This is an optimization exercise on Yosys and OpenROAD, whose aim is small area, a short achievable clock period and few clock cycles, not a production implementation. No run shown here included a check of the RTL's function; only the layout flow was run. Power figures rest on the tool's default switching activity, not on a simulated workload.

**flow/run.sh**
```bash
#!/bin/bash
# synth_recipe.tcl (not shown) runs the flow's synth.tcl, then flattens the netlist and writes it again
# the make line also repeats each setting of config.mk as NAME=value (left out here)
make -C /OpenROAD-flow-scripts/flow DESIGN_CONFIG=/design/flow/config.mk WORK_HOME=/design/flow/orfs CLKGATE_MAP_FILE= SYNTH_SCRIPT=/design/flow/synth_recipe.tcl finish
```
**flow/config.mk**
```make
export PLATFORM = sky130hd
export DESIGN_NAME = bounded_fifo_with_remove_by_value
export DESIGN_NICKNAME = bounded_fifo_with_remove_by_value
export VERILOG_FILES = /design/flow/design.v
export SDC_FILE = /design/flow/constraint.sdc
export NUM_CORES = 4
export LEC_CHECK = 0
export CAP_MARGIN = 20
export CORE_MARGIN = 2
export CORE_UTILIZATION = 40
export SETUP_SLACK_MARGIN = 2.6
export SLEW_MARGIN = 20
```
**flow/constraint.sdc**
```tcl
create_clock -name core_clock -period 5.0 [get_ports {clk_i}]
set_input_delay 1.0000 -clock core_clock [delete_from_list [all_inputs] [get_ports {clk_i}]]
set_output_delay 1.0000 -clock core_clock [all_outputs]
set_load 0.01 [all_outputs]
```
**flow/design.v**
```verilog
package bfrv_pkg;
  localparam int unsigned MODE_W   = 2;
  localparam int unsigned VALUE_W  = 32;
  localparam int unsigned STATUS_W = 2;
  localparam int unsigned OCC_W    = 5;
  localparam int unsigned LIMIT_W  = 5;
  localparam int unsigned DEPTH_DEF      = 16;
  localparam int unsigned DATA_WIDTH_DEF = 32;
  localparam logic [LIMIT_W-1:0] LIMIT_RESET = 5'd16;
  localparam logic [MODE_W-1:0] MODE_PUSH   = 2'd0;
  localparam logic [MODE_W-1:0] MODE_POP    = 2'd1;
  localparam logic [MODE_W-1:0] MODE_REMOVE = 2'd2;
  localparam logic [STATUS_W-1:0] ST_DONE      = 2'd0;
  localparam logic [STATUS_W-1:0] ST_FULL      = 2'd1;
  localparam logic [STATUS_W-1:0] ST_EMPTY     = 2'd2;
  localparam logic [STATUS_W-1:0] ST_NOT_FOUND = 2'd3;
  typedef struct packed {
    logic [MODE_W-1:0]  mode;
    logic [VALUE_W-1:0] value;
  } req_t;
  typedef struct packed {
    logic [STATUS_W-1:0] status;
    logic [VALUE_W-1:0]  popped_value;
    logic [OCC_W-1:0]    occupancy;
  } rsp_t;
  typedef struct packed {
    logic load;     
    logic shift;    
    logic cmp_en;   
  } cell_ctrl_t;
endpackage
import bfrv_pkg::*;
module bfrv_cell #(
  parameter int unsigned DATA_WIDTH = DATA_WIDTH_DEF
) (
  input  logic                  clk_i,
  input  logic                  shift_i,     
  input  logic [DATA_WIDTH-1:0] prev_i,      
  input  logic [DATA_WIDTH-1:0] cmp_data_i,  
  output logic [DATA_WIDTH-1:0] data_o,
  output logic                  eq_o
);
  logic [DATA_WIDTH-1:0] data_q;
  always_ff @(posedge clk_i) begin
    if (shift_i) begin
      data_q <= prev_i;
    end
  end
  assign data_o = data_q;
  assign eq_o   = (data_q == cmp_data_i);
endmodule
import bfrv_pkg::*;
module bfrv_seek #(
  parameter int unsigned DEPTH = DEPTH_DEF
) (
  input  logic [DEPTH-1:0] req_i,
  output logic [DEPTH-1:0] onehot_o
);
  always_comb begin
    for (int i = 0; i < DEPTH; i++) begin
      onehot_o[i] = req_i[i];
      for (int j = i + 1; j < DEPTH; j++) begin
        onehot_o[i] = onehot_o[i] & ~req_i[j];
      end
    end
  end
endmodule
import bfrv_pkg::*;
module bounded_fifo_with_remove_by_value #(
  parameter int unsigned DEPTH      = DEPTH_DEF,
  parameter int unsigned DATA_WIDTH = DATA_WIDTH_DEF
) (
  input  logic               clk_i,
  input  logic               rst_ni,
  input  logic               cfg_we_i,
  input  logic [LIMIT_W-1:0] cfg_wdata_i,
  input  logic               in_valid_i,
  output logic               in_stall_o,
  input  logic [MODE_W+VALUE_W-1:0]          in_word_i,
  output logic               out_valid_o,
  input  logic               out_stall_i,
  output logic [STATUS_W+VALUE_W+OCC_W-1:0] out_word_o
);
  localparam int unsigned CNT_W = $clog2(DEPTH + 1);
  localparam int unsigned CMP_W = (CNT_W > LIMIT_W) ? CNT_W : LIMIT_W;
  localparam int unsigned RSP_W = STATUS_W + VALUE_W + OCC_W;
  logic [MODE_W-1:0]     mode0;
  logic [DATA_WIDTH-1:0] val0;
  logic                  acc;               
  logic                  acc_push;          
  logic                  push_now;          
  logic                  room_now;          
  logic                  v1_q;
  logic [MODE_W-1:0]     mode1_q;
  logic [DEPTH-1:0]      m1_q;
  logic                  full1_q;           
  logic                  r1_free;
  logic                  stall_q;
  logic [DEPTH-1:0]      vld_q, vld_d, vld_clr;
  logic [CNT_W-1:0]      cnt_q, cnt_d;
  logic [LIMIT_W-1:0]    limit_q;
  logic                  room_same, room_dec;
  logic [DATA_WIDTH-1:0] cell_data [DEPTH];
  logic [DEPTH-1:0]      cell_eq;
  logic [DEPTH-1:0]      below_full;        
  logic [DEPTH-1:0]      hit_above;         
  logic [DEPTH-1:0]      shift_rng;         
  logic [DEPTH-1:0]      shift_en;
  logic [DEPTH-1:0]      old_q, old_d;      
  logic [DEPTH-1:0]      next_old;          
  logic [DEPTH-1:0]      old_sel;
  logic                  fire;
  logic                  is_push, is_pop, is_remove;
  logic                  dec, dec_fire;
  logic [DEPTH-1:0]      hit_oh, hit_vec, clr;
  logic                  found, any;
  logic [STATUS_W-1:0]   res_status;
  logic [VALUE_W-1:0]    res_value;
  logic [RSP_W-1:0]      res;
  logic                  ov_q, sv_q, sv_d;
  logic [RSP_W-1:0]      ow_q, sw_q;
  logic                  deliver;
  assign in_stall_o = stall_q;
  assign acc        = in_valid_i & ~stall_q;
  assign mode0      = in_word_i[MODE_W+VALUE_W-1:VALUE_W];
  assign val0       = DATA_WIDTH'(in_word_i[VALUE_W-1:0]);
  assign acc_push   = acc & (mode0 == MODE_PUSH);
  assign room_same = (cnt_q < CNT_W'(DEPTH)) & (CMP_W'(cnt_q) < CMP_W'(limit_q));
  assign room_dec  = (CMP_W'(cnt_q) <= CMP_W'(DEPTH)) & (CMP_W'(cnt_q) <= CMP_W'(limit_q));
  assign room_now  = dec_fire ? room_dec : room_same;
  assign push_now  = acc_push & room_now;
  assign r1_free = ~(v1_q & sv_q);
  always_ff @(posedge clk_i or negedge rst_ni) begin
    if (!rst_ni) begin
      v1_q <= 1'b0;
    end else if (r1_free) begin
      v1_q <= acc;
    end
  end
  always_ff @(posedge clk_i) begin
    if (r1_free) begin
      mode1_q <= mode0;
      m1_q    <= cell_eq;
      full1_q <= ~room_now;
    end
  end
  always_comb begin
    for (int i = 0; i < DEPTH; i++) begin
      below_full[i] = 1'b1;
      for (int j = 0; j < i; j++) begin
        below_full[i] = below_full[i] & vld_q[j];
      end
    end
  end
  always_comb begin
    for (int i = 0; i < DEPTH; i++) begin
      hit_above[i] = 1'b0;
      for (int j = i; j < DEPTH; j++) begin
        hit_above[i] = hit_above[i] | hit_vec[j];
      end
    end
  end
  assign shift_rng = below_full & (hit_above | {DEPTH{~(is_remove & (cnt_q == CNT_W'(DEPTH)))}});
  assign shift_en  = {DEPTH{push_now}} & shift_rng;
  for (genvar i = 0; i < DEPTH; i++) begin : g_cell
    logic [DATA_WIDTH-1:0] prev;
    if (i == 0) begin : g_first
      assign prev = val0;
    end else begin : g_rest
      assign prev = cell_data[i-1];
    end
    bfrv_cell #(
      .DATA_WIDTH (DATA_WIDTH)
    ) u_cell (
      .clk_i      (clk_i),
      .shift_i    (shift_en[i]),
      .prev_i     (prev),
      .cmp_data_i (val0),
      .data_o     (cell_data[i]),
      .eq_o       (cell_eq[i])
    );
  end
  assign hit_vec = m1_q & vld_q;
  assign found   = |hit_vec;
  bfrv_seek #(.DEPTH(DEPTH)) u_hit (
    .req_i    (hit_vec),
    .onehot_o (hit_oh)
  );
  assign fire      = v1_q & ~sv_q;
  assign is_push   = (mode1_q == MODE_PUSH);
  assign is_pop    = (mode1_q == MODE_POP);
  assign is_remove = (mode1_q == MODE_REMOVE);
  assign any       = (cnt_q != '0);
  assign dec       = (is_pop & any) | (is_remove & found);
  assign dec_fire  = fire & dec;
  always_comb begin
    clr = '0;
    if (fire && is_pop)    clr = old_q;
    if (fire && is_remove) clr = hit_oh;
  end
  assign vld_clr = vld_q & ~clr;
  always_comb begin
    for (int i = 0; i < DEPTH; i++) begin
      if (shift_en[i]) begin
        vld_d[i] = (i == 0) ? 1'b1 : vld_clr[(i == 0) ? 0 : i-1];
      end else begin
        vld_d[i] = vld_clr[i];
      end
    end
  end
  bfrv_seek #(.DEPTH(DEPTH)) u_next_old (
    .req_i    (vld_q & ~old_q),
    .onehot_o (next_old)
  );
  assign old_sel = ((clr & old_q) != '0) ? next_old : old_q;
  always_comb begin
    old_d = old_sel;
    if (push_now) begin
      if (old_sel == '0) begin
        old_d = DEPTH'(1);
      end else begin
        for (int i = 1; i < DEPTH; i++) begin
          old_d[i] = shift_rng[i] ? old_sel[i-1] : old_sel[i];
        end
        old_d[0] = 1'b0;
      end
    end
  end
  assign cnt_d = cnt_q + CNT_W'(push_now) - CNT_W'(dec_fire);
  always_ff @(posedge clk_i or negedge rst_ni) begin
    if (!rst_ni) begin
      vld_q <= '0;
      old_q <= '0;
      cnt_q <= '0;
    end else begin
      vld_q <= vld_d;
      old_q <= old_d;
      cnt_q <= cnt_d;
    end
  end
  always_ff @(posedge clk_i or negedge rst_ni) begin
    if (!rst_ni) begin
      limit_q <= LIMIT_RESET;
    end else if (cfg_we_i) begin
      limit_q <= cfg_wdata_i;
    end
  end
  always_comb begin
    res_value = '0;
    for (int i = 0; i < DEPTH; i++) begin
      res_value = res_value | ({VALUE_W{old_q[i]}} & VALUE_W'(cell_data[i]));
    end
    if (!is_pop) res_value = '0;
  end
  always_comb begin
    res_status = ST_DONE;
    if (is_push && full1_q)  res_status = ST_FULL;
    if (is_pop && !any)      res_status = ST_EMPTY;
    if (is_remove && !found) res_status = ST_NOT_FOUND;
  end
  assign res = {res_status, res_value, OCC_W'(dec ? cnt_q - CNT_W'(1) : cnt_q)};
  assign out_valid_o = ov_q;
  assign out_word_o  = ow_q;
  assign deliver     = ov_q & ~out_stall_i;
  always_comb begin
    sv_d = sv_q;
    if (sv_q) begin
      if (deliver) sv_d = 1'b0;
    end else if (fire && ov_q && !deliver) begin
      sv_d = 1'b1;
    end
  end
  always_ff @(posedge clk_i or negedge rst_ni) begin
    if (!rst_ni) begin
      ov_q    <= 1'b0;
      sv_q    <= 1'b0;
      stall_q <= 1'b0;
    end else begin
      sv_q <= sv_d;
      if (!ov_q || deliver) begin
        ov_q <= sv_q | fire;
      end
      stall_q <= sv_d & (r1_free ? acc : v1_q);
    end
  end
  always_ff @(posedge clk_i) begin
    if (!ov_q || deliver) begin
      ow_q <= sv_q ? sw_q : res;
    end
    if (!sv_q && fire && ov_q && !deliver) begin
      sw_q <= res;
    end
  end
endmodule
```
==> results of run 1 <==
[routing by layer]
metal,track usage,vias to the layer above
met5,0,-
met2,0.507,2484
met3,0.101,614
li1,-,9484
met1,0.460,12500
met4,0.232,4
[cells by family (layout without fill, tap and decap cells)]
kind of cell / after synthesis / after routing / share of synthesized area
AO/OA/AOI/OAI: 381 / 382 / 0.0939
XOR/XNOR: 520 / 520 / 0.146
adder cells (fa/ha/maj): 15 / 15 / 0.00625
buffers and inverters: 182 / 520 / 0.0226
flip-flops: 655 / 655 / 0.623
multiplexers: 65 / 65 / 0.0222
other: 0 / 7 / 0
AND/OR/NAND/NOR: 494 / 496 / 0.0864
[synthesized netlist by cell type (3+ instances only)]
master and instances:
a21boi_0 4, a21oi_1 17, a221oi_1 66, a222oi_1 3, a22o_1 68, a22oi_1 131, a2bb2oi_1 3, a31oi_1 23
and2_1 4, and3_1 28, and4bb_1 3, buf_1 35, buf_2 8, clkbuf_1 112, dfrtp_1 45, edfxtp_1 609
ha_1 14, inv_1 24, mux2_2 24, mux2i_1 40, nand2_1 83, nand2b_1 15, nand3_1 45, nand3b_1 3
nand4_1 60, nor2_1 77, nor2b_1 8, nor3_1 15, nor3b_1 3, nor4_1 132, o211ai_1 7, o21ai_0 21
o22ai_1 5, o31ai_1 17, xnor2_1 6, xor2_1 514
[final cells by class]
cell class                      count  area [um^2]  area share
Sequential cell                   655        19500       0.488
Multi-Input combinational cell   1478        12300       0.307
Timing Repair Buffer              356         4290       0.107
Clock buffer                       93         2000      0.0500
Tap cell                         1040         1300      0.0326
Clock inverter                     45          387     0.00967
Inverter                           25          186     0.00466
Antenna cell                        7         17.5    0.000438
Timing Repair inverter              1         11.3    0.000282
[worst min-delay path by stage]
stage | slack (ns) | depth (start not counted) | end | start
after floorplan | 0.47 | 0 | g_cell[10].u_cell.data_q[13] | g_cell[9].u_cell.data_q[13]
final | 0.36 | 1 | cnt_q[1] | rst_ni
after global routing | 0.39 | 1 | cnt_q[4] | rst_ni
after CTS | 0.36 | 1 | old_q[1] | rst_ni
after global placement | 0.48 | 0 | g_cell[15].u_cell.data_q[17] | g_cell[14].u_cell.data_q[17]
after detailed placement | 0.48 | 0 | g_cell[7].u_cell.data_q[27] | g_cell[6].u_cell.data_q[27]
[repair_timing]
action,CTS,global route
pin swaps,29,32
hold endpoints to repair,0,0
gates cloned,18,19
setup endpoints to repair,657,580
gates resized for setup,326,179
setup buffers,68,69
[metrics by stage]
| stage | utilization | power, mW | hold WS (ns) | worst slack [ns] |
|---|---|---|---|---|
| detailed placement | 0.437 | 12.2 | 0.484 | 0.999 |
| global route | 0.517 | 20.1 | 0.392 | 1.68 |
| floorplan | - | 9.95 | 0.472 | 1.72 |
| finish | 0.517 | 19.7 | 0.365 | 1.82 |
| global placement | 0.437 | 12.2 | 0.480 | 0.986 |
| CTS | 0.494 | 18.4 | 0.364 | 1.98 |
[sequential cells by signal (all words and copies together), names as in the netlist, 2 cells and up]
signal and count:
cnt_q 5, g_cell.u_cell.data_q 512, limit_q 5, m1_q 16, mode1_q 2, old_q 16, ow_q 39, sw_q 39
vld_q 16
[power groups by stage]
| stage | sequential (mW) | clock (mW) | combinational (mW) |
|---|---|---|---|
| after floorplan | 7.06 | 0 | 2.89 |
| after global placement | 7.50 | 0 | 4.70 |
| after detailed placement | 7.51 | 0 | 4.71 |
| after CTS | 7.29 | 5.53 | 5.59 |
| after global routing | 7.31 | 5.74 | 7.03 |
| final | 7.29 | 5.57 | 6.86 |
==> flow_metrics.tcl, run 1 <==
set metrics [dict create \
    drc 0 \
    syn_to_final_growth_pct 28.0 \
    slew_violations 0 \
    finalSetupTns_ns 0 \
    start_util 0.404 \
    synth_edf_count 609 \
    slew_headroom 0.205 \
    wl_met3_um 21700 \
    drt_iter0_markers 4572 \
    ir_drop_v 0.000265 \
    setup_viol 0 \
    p_leak_nw 14.0 \
    power_switching_share 0.366 \
    synth_seq_area_share 0.623 \
    via_per_inst 6.78 \
    fin_cells 3700 \
    met2_length_um 61800 \
    synth_area_mm2 0.0312 \
    worstSetupStartpointType "flop" \
    rsz0062_at_grt "true" \
    die_w_um 283 \
    post-route-min-period_ns 3.18 \
    crit_path_start "cnt_q[0]" \
    wire_per_inst_um 40.4 \
    ys.warnings.count 4 \
    hold_class "input port to async pin" \
    p_int_mw 12.5 \
    grt_max_degree 42 \
    maxCapViolCount 0 \
    cpMaxStageDelayCell "dfrtp_1" \
    m1WireLength_um 53000 \
    antenna_found_initial 6 \
    power.density_mw_per_mm2 493 \
    cts_sinks 655 \
    p_comb_frac 0.348 \
    clk_pin_slew_ns 0.06 \
    layout_commonest_cell "edfxtp_1" \
    postSynth.topFlopCell "edfxtp_1" \
    cts_buffer_depth 3 \
    cts_buffers 75 \
    antenna_left 0 \
    grtUsageTotal 0.351 \
    firstDrtPassIters 8 \
    coreArea_mm2 0.0773 \
    clkPwrFrac 0.282 \
    nets 2651 \
    cp_top_family "buffers and inverters" \
    crit_arrival_ns 3.51 \
    wl_um 149000 \
    synth_area_leaders "edfxtp_1 59%, xor2_1 14%, dfrtp_1 3.6%" \
    rows 102 \
    cts_tree "built" \
    htreeDepth 3 \
    die_y_um 283 \
    ctsHoldBuffers 0 \
    ys_async_sr_fraction 0.0702 \
    outcome "timing/DRC/antenna clean" \
    final_cell_area_mm2 0.0400 \
    critPathCaptureType "flop" \
    synth_fp_nets 2371 \
    criticalPathCategory "flop to flop" \
    overflow 0 \
    placed_cells 3381 \
    cp.depth 12 \
    synth_cells 2312 \
    port_buffers 84 \
    finalClockSkew_ns 0.0444 \
    path_buf_inv 6 \
    yosysUniqueCellTypes 70 \
    ys_ff_latch 655 \
    syn_avg_cell_area_um2 13.5 \
    worst_slew_pin_slew_ns 1.19 \
    fmax_mhz 314 \
    clk_latency_ns 0.66 \
    netSwitchingPower_mw 7.21 \
    grt_pass1_wl_um 195000 \
    dp_hpwl_um 95500 \
    regToRegSetupSlack_ns 1.82 \
    reg2reg_depth 12 \
    synth_area_leader_cell "edfxtp_1" \
    hold_viol_final 0 \
    grt_pass1_vias 22900 \
    dieArea_mm2 0.0803 \
    rr_startpoint "cnt_q[0]" \
    final_cell_mix "609 x edfxtp_1, 510 x xor2_1, 131 x buf_4" \
    vias 25100 \
    cts-root-buf "clkbuf_16" \
    crit_path_max_incr_delay_ns 0.38 \
    layout-drive-gt1-share 0.234 \
    endpoint "g_cell[4].u_cell.data_q[30]" \
    cp.required_ns 5.33 \
    r2r-end "g_cell[4].u_cell.data_q[30]" \
    gp_congestion 1.11 \
    critical_path.max_fanout 16 \
    ios 85 \
    dpl_cell_area_mm2 0.0338 \
    period_share 0.636 \
    worstPathCellList "inv_1, ha_1, and2_2, o21ai_1, a21boi_4, nand2_8, buf_6, buf_12, buf_4, buf_6, nor2_4, buf_12" \
    fillers 6526 \
    synth_top_area_frac 0.586 \
    routed.top_layer "met5" \
    p_seq_frac 0.370 \
]
==> inputs of run 2 (changes only) <==
--- a/flow/design.v
+++ b/flow/design.v
@@ -100,5 +100,8 @@
   logic [CNT_W-1:0]      cnt_q, cnt_d;
   logic [LIMIT_W-1:0]    limit_q;
-  logic                  room_same, room_dec;
+  logic                  room_q, room_dec_q;   
+  logic                  any_q;                
+  logic                  room_d, room_dec_d, any_d;
+  logic                  fits_m2, fits_m1, fits_0, fits_p1;
   logic [DATA_WIDTH-1:0] cell_data [DEPTH];
   logic [DEPTH-1:0]      cell_eq;
@@ -126,7 +129,5 @@
   assign val0       = DATA_WIDTH'(in_word_i[VALUE_W-1:0]);
   assign acc_push   = acc & (mode0 == MODE_PUSH);
-  assign room_same = (cnt_q < CNT_W'(DEPTH)) & (CMP_W'(cnt_q) < CMP_W'(limit_q));
-  assign room_dec  = (CMP_W'(cnt_q) <= CMP_W'(DEPTH)) & (CMP_W'(cnt_q) <= CMP_W'(limit_q));
-  assign room_now  = dec_fire ? room_dec : room_same;
+  assign room_now  = dec_fire ? room_dec_q : room_q;
   assign push_now  = acc_push & room_now;
   assign r1_free = ~(v1_q & sv_q);
@@ -161,5 +162,5 @@
     end
   end
-  assign shift_rng = below_full & (hit_above | {DEPTH{~(is_remove & (cnt_q == CNT_W'(DEPTH)))}});
+  assign shift_rng = below_full & (hit_above | {DEPTH{~(is_remove & cnt_q[CNT_W-1])}});
   assign shift_en  = {DEPTH{push_now}} & shift_rng;
   for (genvar i = 0; i < DEPTH; i++) begin : g_cell
@@ -191,5 +192,5 @@
   assign is_pop    = (mode1_q == MODE_POP);
   assign is_remove = (mode1_q == MODE_REMOVE);
-  assign any       = (cnt_q != '0);
+  assign any       = any_q;
   assign dec       = (is_pop & any) | (is_remove & found);
   assign dec_fire  = fire & dec;
@@ -228,13 +229,45 @@
   end
   assign cnt_d = cnt_q + CNT_W'(push_now) - CNT_W'(dec_fire);
+  function automatic logic fits(input logic [CMP_W:0] c, input logic [LIMIT_W-1:0] lim);
+    fits = (c < (CMP_W+1)'(DEPTH)) && (c < (CMP_W+1)'(lim));
+  endfunction
+  assign fits_m2 = (cnt_q >= CNT_W'(2)) & fits((CMP_W+1)'(cnt_q) - (CMP_W+1)'(2), limit_q);
+  assign fits_m1 = (cnt_q >= CNT_W'(1)) & fits((CMP_W+1)'(cnt_q) - (CMP_W+1)'(1), limit_q);
+  assign fits_0  = fits((CMP_W+1)'(cnt_q), limit_q);
+  assign fits_p1 = fits((CMP_W+1)'(cnt_q) + (CMP_W+1)'(1), limit_q);
+  always_comb begin
+    room_d     = room_q;
+    room_dec_d = room_dec_q;
+    any_d      = any_q;
+    if (push_now && !dec_fire) begin
+      room_d     = fits_p1;
+      room_dec_d = fits_0;
+      any_d      = 1'b1;
+    end else if (dec_fire && !push_now) begin
+      room_d     = fits_m1;
+      room_dec_d = fits_m2;
+      any_d      = (cnt_q != CNT_W'(1));
+    end
+    if (cfg_we_i) begin
+      room_d     = fits((CMP_W+1)'(cnt_q), cfg_wdata_i);
+      room_dec_d = (cnt_q >= CNT_W'(1))
+                   & fits((CMP_W+1)'(cnt_q) - (CMP_W+1)'(1), cfg_wdata_i);
+    end
+  end
   always_ff @(posedge clk_i or negedge rst_ni) begin
     if (!rst_ni) begin
-      vld_q <= '0;
-      old_q <= '0;
-      cnt_q <= '0;
+      vld_q      <= '0;
+      old_q      <= '0;
+      cnt_q      <= '0;
+      room_q     <= 1'b1;
+      room_dec_q <= 1'b0;
+      any_q      <= 1'b0;
     end else begin
-      vld_q <= vld_d;
-      old_q <= old_d;
-      cnt_q <= cnt_d;
+      vld_q      <= vld_d;
+      old_q      <= old_d;
+      cnt_q      <= cnt_d;
+      room_q     <= room_d;
+      room_dec_q <= room_dec_d;
+      any_q      <= any_d;
     end
   end
==> flow_metrics.tcl, run 2 <==
set metrics [dict create \
    outcome "timing/DRC/antenna clean" \
    ys.warnings.count 4 \
    rows 103 \
    ios 85 \
    synth_top_area_frac 0.571 \
    synth_cells 2407 \
    dp_hpwl_um 93300 \
    clk_pin_slew_ns 0.07 \
    power_switching_share 0.365 \
    postSynth.topFlopCell "edfxtp_1" \
    clk_latency_ns 0.66 \
    nets 2811 \
    grtUsageTotal 0.365 \
    p_comb_frac 0.330 \
    ir_drop_v 0.000365 \
    firstDrtPassIters 12 \
    final_core_util 0.528 \
    overflow 0 \
    final_cell_mix "609 x edfxtp_1, 499 x xor2_1, 135 x a22oi_1" \
    dieArea_mm2 0.0823 \
    finalClockSkew_ns 0.0393 \
    grt_pass1_wl_um 205000 \
    cp_top_family "simple AND/OR/NAND/NOR gates" \
    drc 0 \
    regArea_mm2 0.0196 \
    cp.required_ns 5.36 \
    path_buf_inv 5 \
    critPathCaptureType "flop" \
    p_int_mw 12.2 \
    power.density_mw_per_mm2 461 \
    largest_reg_flops 512 \
    cts-root-buf "clkbuf_16" \
    coreArea_mm2 0.0791 \
    via_per_inst 6.89 \
    antenna_left 0 \
    largest_registers "g_cell.u_cell.data_q (512), ow_q (39), sw_q (39)" \
    ctsHoldBuffers 0 \
    slew_violations 0 \
    synth_edf_count 609 \
    layout_commonest_cell "edfxtp_1" \
    cts_sinks 658 \
    synth_area_leader_cell "edfxtp_1" \
    gp_congestion 1.12 \
    top_register "g_cell.u_cell.data_q" \
    drt_iter0_markers 5482 \
    start_util 0.405 \
    crit_arrival_ns 3.71 \
    synth_fp_nets 2494 \
    antenna_found_initial 13 \
    die_w_um 287 \
    dpl_cell_area_mm2 0.0345 \
    crit_path_max_incr_delay_ns 0.52 \
    die_y_um 287 \
    p_leak_nw 14.8 \
    hold_class "flop to flop" \
    worst_slew_pin_slew_ns 1.39 \
    worstPathCellList "a222oi_1, nand4_4, o31ai_4, nand3_4, and2_4, nand2b_4, inv_8, nand2_8, or3_4, clkinvlp_4, buf_12, buf_12, buf_16" \
    synth_common_cells "609 x edfxtp_1, 518 x xor2_1, 138 x a22oi_1" \
    rsz0062_at_grt "true" \
    ys_async_sr_fraction 0.0745 \
    wl_um 155000 \
    port_buffers 84 \
    cts_buffer_depth 3 \
    wire_per_inst_um 40.5 \
    cts_tree "built" \
    synth_area_mm2 0.0320 \
    ys_ff_latch 658 \
    crit_path_frequent_cell "buf_12" \
    yosysUniqueCellTypes 77 \
    final_cell_area_mm2 0.0418 \
    multi_input_area_mm2 0.0129 \
    p_seq_frac 0.375 \
    finalSetupTns_ns 0 \
    synth_area_leaders "edfxtp_1 57%, xor2_1 14%, dfrtp_1 3.7%" \
    maxCapViolCount 0 \
    setup_viol 0 \
    cpMaxStageDelayCell "edfxtp_1" \
    fin_hold_ws_ns 0.497 \
    post-route-min-period_ns 3.35 \
    vias 26500 \
    fmax_mhz 298 \
    worstSetupStartpointType "flop" \
    htreeDepth 3 \
    grt_pass1_vias 24200 \
    cts_buffers 74 \
    period_share 0.670 \
    grt_max_degree 51 \
    syn_avg_cell_area_um2 13.3 \
    fillers 6559 \
    clkPwrFrac 0.296 \
    netSwitchingPower_mw 7.04 \
    critical_path.max_fanout 6 \
    synth_most_common_cell "edfxtp_1" \
    slew_headroom 0.0718 \
    layout-drive-gt1-share 0.239 \
    hold_viol_final 0 \
    syn_to_final_growth_pct 30.6 \
    criticalPathCategory "flop to flop" \
    synth_seq_area_share 0.610 \
]
## run 2: per-layer routing
metal | global-route usage | vias to the layer above | routed length (um) | part of all wire
li1 | - | 9861 | - | -
met1 | 0.441 | 13000 | 52000 | 0.33
met2 | 0.495 | 2775 | 61700 | 0.40
met3 | 0.188 | 817 | 26200 | 0.17
met4 | 0.267 | 16 | 15100 | 0.097
met5 | 0.00872 | - | 294 | 0.0019
## run 2: stage by stage
stage          total power, mW  setup WS [ns]  std cells
5_1_grt                   19.6           1.64       3833
3_5_place_dp              12.4          0.931       3478
4_1_cts                   18.7           1.77       3792
3_3_place_gp              12.4           1.08       3478
2_1_floorplan             10.2           1.15       2407
6_report                  19.3           1.65       3839
## run 2: cells by family (layout without fill, tap and decap cells)
family	after synthesis	in the layout	synth area share
adders and majority gates	43	43	0.0170
xor gates and xnor gates	527	527	0.144
and+or+nand+nor	516	517	0.0882
buffers and inverters	196	571	0.0236
other	0	6	0
muxes	60	60	0.0199
DFF	658	658	0.610
AOI/OAI and AO/OA	407	407	0.0975
## run 2: final timing paths
path                       cells past startpoint                        start                           to  slack [ns]
setup / recovery                              13                      m1_q[3]  g_cell[3].u_cell.data_q[22]        1.65
hold / removal                                 0  g_cell[1].u_cell.data_q[31]  g_cell[2].u_cell.data_q[31]        0.50
setup reg to reg                              13                      m1_q[3]  g_cell[3].u_cell.data_q[22]        1.65
hold reg to reg                                0  g_cell[1].u_cell.data_q[31]  g_cell[2].u_cell.data_q[31]        0.50
max in group asynchronous                      2                       rst_ni                     old_q[7]        3.93
min in group asynchronous                      2                       rst_ni                     cnt_q[4]        0.52
## run 2: power by group through the flow
| stage | Combinational, mW | Clock [mW] | Sequential (mW) |
|---|---|---|---|
| 2_1_floorplan | 3.07 | 0 | 7.11 |
| 6_report | 6.36 | 5.69 | 7.22 |
| 5_1_grt | 6.53 | 5.86 | 7.26 |
| 3_3_place_gp | 4.99 | 0 | 7.38 |
| 4_1_cts | 5.85 | 5.64 | 7.18 |
| 3_5_place_dp | 5.00 | 0 | 7.40 |
## run 2: worst register-to-register path: cells and delay by family, from the launching register on
family | cells | cell delay (ns)
compound gates | 2 | 0.81
buf+inv | 5 | 0.62
flops | 1 | 0.52
simple gates | 6 | 1.11
## run 2: cell type report
class,count,area share
multi-input combinational,1554,0.309
inverter,41,0.00425
sequential,658,0.468
clock buffer,95,0.0484
clock inverter,40,0.0101
timing repair buffer,395,0.128
tap,1050,0.0314
antenna,6,0.000359
## run 2: repair_timing
action,in CTS,in global routing
setup endpoints to repair,682,588
buffers inserted,137,32
pin swaps,42,32
cloned,42,9
resized for setup,382,115
==> inputs of run 3 (changes only) <==
--- a/flow/config.mk
+++ b/flow/config.mk
@@ -9,4 +9,6 @@
 export CORE_MARGIN = 2
 export CORE_UTILIZATION = 40
+export CTS_BUF_LIST = sky130_fd_sc_hd__clkbuf_8
+export CTS_CLUSTER_SIZE = 20
 export SETUP_SLACK_MARGIN = 2.6
 export SLEW_MARGIN = 20
==> flow_metrics.tcl, run 3 <==
set metrics [dict create \
    grt_pass1_vias 24700 \
    grt_pass1_wl_um 209000 \
    finalSetupTns_ns 0 \
    synth_seq_area_share 0.610 \
    ys_ff_latch 658 \
    vias 26600 \
    antenna_left 0 \
    synth_edf_count 609 \
    worstSetupStartpointType "flop" \
    netSwitchingPower_mw 7.10 \
    via_per_inst 6.80 \
    fin_cells 3906 \
    slew_violations 0 \
    synth_most_common_cell "edfxtp_1" \
    synth_fp_nets 2494 \
    wire_per_inst_um 40.4 \
    start_util 0.405 \
    drt_iter0_markers 5533 \
    dp_hpwl_um 93300 \
    post-route-min-period_ns 3.36 \
    synth_area_leader_cell "edfxtp_1" \
    largest_reg_flops 512 \
    cts_sinks 658 \
    p_int_mw 11.6 \
    criticalPathCategory "flop to flop" \
    finalClockSkew_ns 0.0752 \
    port_buffers 84 \
    setup_viol 0 \
    nets 2840 \
    die_y_um 287 \
    wl_um 158000 \
    fmax_mhz 298 \
    hold_class "input port to async pin" \
    ys.warnings.count 4 \
    setup_slack_ns 1.64 \
    hold_viol_final 0 \
    outcome "timing/DRC/antenna clean" \
    crit_arrival_ns 3.85 \
    cts-root-buf "clkbuf_8" \
    placed_cells 3478 \
    coreArea_mm2 0.0791 \
    rows 103 \
    yosysUniqueCellTypes 77 \
    synth_common_cells "609 x edfxtp_1, 518 x xor2_1, 138 x a22oi_1" \
    synth_cells 2407 \
    dieArea_mm2 0.0823 \
    rr_startpoint "m1_q[13]" \
    cts_buffer_depth 3 \
    ys_async_sr_fraction 0.0745 \
    cts_buffers 111 \
    worst_slew_pin_slew_ns 1.19 \
    ios 85 \
    p_comb_frac 0.345 \
    synth_area_leaders "edfxtp_1 57%, xor2_1 14%, dfrtp_1 3.7%" \
    grtUsageTotal 0.372 \
    r2r-end "g_cell[3].u_cell.data_q[23]" \
    gp_congestion 1.12 \
    slew_headroom 0.206 \
    ir_drop_v 0.000296 \
    critical_path.max_fanout 6 \
    largest_registers "g_cell.u_cell.data_q (512), ow_q (39), sw_q (39)" \
    p_leak_nw 14.7 \
    cp.required_ns 5.49 \
    syn_avg_cell_area_um2 13.3 \
    synth_top_area_frac 0.571 \
    clk_latency_ns 0.79 \
    layout-drive-gt1-share 0.243 \
    layout_commonest_cell "edfxtp_1" \
    critPathCaptureType "flop" \
    reg2reg_depth 13 \
    regToRegSetupSlack_ns 1.64 \
    antenna_found_initial 14 \
    rsz0062_at_grt "true" \
    firstDrtPassIters 7 \
    p_seq_frac 0.386 \
    power.density_mw_per_mm2 452 \
    synth_area_mm2 0.0320 \
    syn_to_final_growth_pct 29.1 \
    pre_cts_ws_ns 0.931 \
    period_share 0.672 \
    final_cell_mix "609 x edfxtp_1, 503 x xor2_1, 135 x a22oi_1" \
    power_switching_share 0.380 \
    maxCapViolCount 0 \
    clk_pin_slew_ns 0.08 \
    fillers 6615 \
    top_register "g_cell.u_cell.data_q" \
    die_w_um 287 \
    overflow 0 \
    cts_tree "built" \
    htreeDepth 3 \
    drc 0 \
    postSynth.topFlopCell "edfxtp_1" \
    clkPwrFrac 0.268 \
    grt_max_degree 51 \
]
==> run 3: cell counts after synthesis <==
No cell type changed its count.
==> run 3: area by class of cell <==
| type | instances | area, um^2 | share of cell area |
|---|---|---|---|
| timing repair buffer | 387 | 5230 | 0.127 |
| inverter | 41 | 178 | 0.00430 |
| sequential | 658 | 19600 | 0.473 |
| clock inverter | 93 | 633 | 0.0153 |
| multi-input combinational | 1554 | 12800 | 0.311 |
| antenna | 10 | 25.0 | 0.000606 |
| clock buffer | 113 | 1560 | 0.0376 |
| tap | 1050 | 1310 | 0.0318 |
==> run 3: worst max path at each step <==
stage          startpoint                          end  slack [ns]  cells after the start
3_5_place_dp     m1_q[13]  g_cell[3].u_cell.data_q[31]        0.93                     12
5_1_grt          m1_q[13]   g_cell[3].u_cell.data_q[5]        1.63                     13
3_3_place_gp     m1_q[13]  g_cell[3].u_cell.data_q[31]        1.08                     12
6_report         m1_q[13]  g_cell[3].u_cell.data_q[23]        1.64                     13
4_1_cts           m1_q[1]                     cnt_q[4]        1.80                     15
2_1_floorplan     m1_q[9]                    old_q[12]        1.15                      9
==> run 3: routing by layer <==
| metal | routed length [um] | GRT usage |
|---|---|---|
| met5 | 575 | 0.0145 |
| met4 | 16200 | 0.290 |
| met3 | 27800 | 0.208 |
| met2 | 60600 | 0.492 |
| met1 | 52500 | 0.440 |
==> run 3: critical path, stage by stage, from the launching register on <==
cell and delay, ns:
edfxtp_1 0.53, a222oi_1 0.44, buf_4 0.20, nand2_4 0.06, o31ai_4 0.35, nand3_4 0.11
and2_4 0.16, nand2b_4 0.16, inv_8 0.09, nand2_8 0.06, or3_4 0.38, clkinvlp_4 0.16
buf_12 0.18, clkbuf_16 0.16
==> run 3: kinds of logic after synthesis <==
kind of cell               after synthesis  share of synthesized area
AOI/OAI and AO/OA                      407                     0.0975
xor gates and xnor gates               527                      0.144
adders and majority gates               43                     0.0170
buffers and inverters                  196                     0.0236
DFF                                    658                      0.610
muxes                                   60                     0.0199
and+or+nand+nor                        516                     0.0882
==> run 3: repair_timing <==
item,4_1_cts,5_1_grt
hold buffers,0,0
cloned,48,5
setup endpoints to repair,668,598
setup buffers,128,31
gates resized for setup,433,122
endpoints found under the hold margin,0,0
pin swaps,35,27
==> run 3: metrics by stage <==
| stage | power [mW] | util | area, um^2 | hold WS (ns) |
|---|---|---|---|---|
| 2_1_floorplan | 10.2 | - | 32100 | 0.472 |
| 3_3_place_gp | 12.4 | 0.436 | 34500 | 0.479 |
| 3_5_place_dp | 12.4 | 0.436 | 34500 | 0.483 |
| 4_1_cts | 18.0 | 0.511 | 40400 | 0.369 |
| 5_1_grt | 19.1 | 0.522 | 41300 | 0.435 |
| 6_report | 18.7 | 0.522 | 41300 | 0.395 |
==> run 3: power groups by stage <==
stage	Clock, mW	Combinational (mW)	Sequential [mW]
global route	5.22	6.61	7.25
detailed placement	0	5.00	7.40
finish	5.01	6.45	7.21
CTS	4.98	5.87	7.19
global placement	0	4.99	7.38
floorplan	0	3.07	7.11

## static timing again, ports no longer ideal
How much do the figures lean on ideal ports? The routed layouts below were timed once more, with nothing changed but the port constraints. Step 1: set_driving_cell puts a clkbuf_16 on clk_i and a buf_2 on each other input, an assumption about the parent block. Step 2 times the ports against the registers' clock, not the clock port: input delays grow and output delays shrink by t, the midpoint of the rising clock arrivals with the driver on. Slacks: ideal / step 1 / step 2; pairs: ideal / step 1.
run	shift t [ns]	slack for setup (ns)	slew at the worst register clock pin (ns)
run 1	0.709	1.819 / 1.819 / 1.266	0.07 / 0.07
run 2	0.714	1.648 / 1.648 / 1.491	0.07 / 0.07
run 3	0.814	1.639 / 1.639 / 1.404	0.08 / 0.08
After both steps every run listed still meets setup and hold. For run 1, which loses most, drivers alone change the setup slack by 0.000 ns; drivers and shift together by -0.553 ns.
